Context: an optimization exercise on an open-source flow, tuned for small area. The choices shown serve that exercise and are no tape-out recipe.
Function was checked by simulation only, so behaviour that the tests miss may differ from the original.

==> 10-28: inputs <==
// fc_neuron_16
module fc_neuron_16 (
	input logic clk,
	input logic rst,
	input logic valid_in,
	input logic [255:0] data_in,
	output logic [15:0] data_out,
	output logic valid_out
);
==> flow/config.mk <==
export PLATFORM = sky130hd
export DESIGN_NAME = fc_neuron_16
export DESIGN_NICKNAME = fc_neuron_16
export VERILOG_FILES = /design/flow/design.v
export SDC_FILE = /design/flow/constraint.sdc
export NUM_CORES = 4
export LEC_CHECK = 0
export CAP_MARGIN = 20
export CORE_MARGIN = 2
export CORE_UTILIZATION = 40
export GPL_TIMING_DRIVEN = 0
export SLEW_MARGIN = 20
export SYNTH_HIERARCHICAL = 1
==> flow/constraint.sdc <==
create_clock -name core_clock -period 8.0 [get_ports {clk}]
set_input_delay 1.6000 -clock core_clock [delete_from_list [all_inputs] [get_ports {clk}]]
set_output_delay 1.6000 -clock core_clock [all_outputs]
set_load 0.01 [all_outputs]
standard.sh (not shown) runs the stock make flow with config.mk's settings and CLKGATE_MAP_FILE= SYNTH_SCRIPT=/design/flow/synth_recipe.tcl, a recipe that flattens the netlist after the stock synthesis.
==> flow/flow/run.sh <==
#!/bin/bash
set -euo pipefail
export BUFFER_PORTS_ARGS="-buffer_cell sky130_fd_sc_hd__buf_2"
bash standard.sh > standard.log 2>&1
==> 08-07: changes against 10-28 <==
==> flow/run.sh (new file) <==
#!/bin/bash
# synth_recipe.tcl (not shown) runs the flow's synth.tcl, then flattens the netlist and writes it again
# the make line also repeats each setting of config.mk as NAME=value (left out here)
make -C /OpenROAD-flow-scripts/flow DESIGN_CONFIG=/design/flow/config.mk WORK_HOME=/design/flow/orfs CLKGATE_MAP_FILE= SYNTH_SCRIPT=/design/flow/synth_recipe.tcl finish
- GPL_TIMING_DRIVEN: 0 -> not set
removed: flow/flow/run.sh
removed: flow/standard.sh
==> run notes <==
quantity                                                                        08-07         10-28
Post-route clock period utilization                                            99.00%        97.53%
Timing-limited maximum frequency                                           0.1263 GHz    0.1282 GHz
Final cell utilization of the core                                             53.10%        44.80%
Finished Cell Area                                                          28460 µm²     24010 µm²
Result of the run                                            timing/DRC/antenna clean  timing/DRC/antenna clean
Delay contributed by the slowest stage of the critical path                    600 ps        670 ps
Met3 wire length                                                              6198 µm       6927 µm
Nonclk buf count                                                                  635           278
Max_slew headroom                                                              28.83%        49.85%
Highest metal used                                                               met4          met5
Vias in the first global route                                                  17370         15510
Worst-case setup slack after placement                                      -468.1 ps     -275.1 ps
Worst setup path startpoint                                              data_in[101]  data_in[164]
Post-placement cell count                                                        2683          2327
Area used by multi-input combinational logic                                19950 µm²     19810 µm²
Clock Latency Late Sink                                                        290 ps        310 ps
Met2 Track Usage GR                                                            61.33%        52.17%
CLK BUF                                                                             7             5
Layout overhead on the synthesized area                                        31.87%        11.25%
Clock slew at the register clock pins of the worst setup and hold paths         60 ps         70 ps
Maximum number of pins on one net before global-route repair                       14            18

==> v26 <==
Another version of the RTL of fc_neuron_16 (not shown whole).
==> flow/config.mk <==
export PLATFORM = sky130hd
export DESIGN_NAME = fc_neuron_16
export DESIGN_NICKNAME = fc_neuron_16
export VERILOG_FILES = /design/flow/design.v
export SDC_FILE = /design/flow/constraint.sdc
export NUM_CORES = 4
export LEC_CHECK = 0
export CAP_MARGIN = 20
export CORE_MARGIN = 2
export CORE_UTILIZATION = 40
export CTS_BUF_LIST = sky130_fd_sc_hd__clkbuf_4 sky130_fd_sc_hd__clkbuf_8
export CTS_CLUSTER_DIAMETER = 200
export CTS_CLUSTER_SIZE = 40
export GPL_TIMING_DRIVEN = 0
export SETUP_SLACK_MARGIN = 0.05
export SLEW_MARGIN = 20
export SYNTH_HIERARCHICAL = 1
==> flow/constraint.sdc <==
create_clock -name core_clock -period 8.0 [get_ports {clk}]
set_input_delay 1.6000 -clock core_clock [delete_from_list [all_inputs] [get_ports {clk}]]
set_output_delay 1.6000 -clock core_clock [all_outputs]
set_load 0.01 [all_outputs]
==> flow/flow/run.sh <==
#!/bin/bash
set -euo pipefail
export BUFFER_PORTS_ARGS="-buffer_cell sky130_fd_sc_hd__buf_1"
bash standard.sh > standard.log 2>&1
==> v15 (differences from v26) <==
- CTS_CLUSTER_DIAMETER: 200 -> default
- CTS_CLUSTER_SIZE: 40 -> default
==> results.ini <==
[outcome]
outcome = timing/DRC/antenna clean

[final_layout]
layout.area.top_class = multi-input gates
nFlopsAndLatches = 69

[grt]
wire_length_of_the_first_global_routing_pass_um = 90300

[synth]
netlist-cell-type-count = 27

[sta]
finalSetupTns_ns = 0

[placement]
gp_congestion = 1.02

[floorplan]
initial_core_util_pct = 40.3

[clock_tree]
cts-buffers-inserted = 9

[detailed_routing]
wirelength_met1_um = 23900

[setup_path]
critical_path.most_common_cell = sky130_fd_sc_hd__fa_1

the above is filed under v15

==> results.ini <==
[outcome]
outcome = timing/DRC/antenna clean

[placement]
gp_congestion = 1.02

[detailed_routing]
wirelength_met1_um = 23900

[grt]
wire_length_of_the_first_global_routing_pass_um = 90300

[final_layout]
layout.area.top_class = multi-input gates

[sta]
finalSetupTns_ns = 0

[floorplan]
initial_core_util_pct = 40.3

[setup_path]
critical_path.most_common_cell = sky130_fd_sc_hd__fa_1

the above is filed under v26

-- static timing again, ports no longer ideal --
The results above use ideal ports. As a check the final layouts listed here were re-extracted and re-timed, cells and wires unchanged. Step 1 assumes that a clkbuf_16 drives the clock port and a buf_2 every other input. Step 2 times the ports against the registers' clock, not the clock port: input delays grow and output delays shrink by t, the midpoint of the rising clock arrivals with the driver on. a / b / c = no drivers / after step 1 / after step 2; a / b = the first two.
run	shift t [ns]	setup WS [ns]	clock arrival spread, ns
10-28	0.343	0.198 / 0.218 / -0.125	0.004 / 0.004
08-07	0.329	0.080 / 0.094 / -0.235	0.004 / 0.005
v26	0.394	0.157 / 0.165 / -0.228	0.011 / 0.011
v15	0.394	0.157 / 0.165 / -0.228	0.011 / 0.011
Met with ideal ports but missed after step 2: setup timing in every run listed.
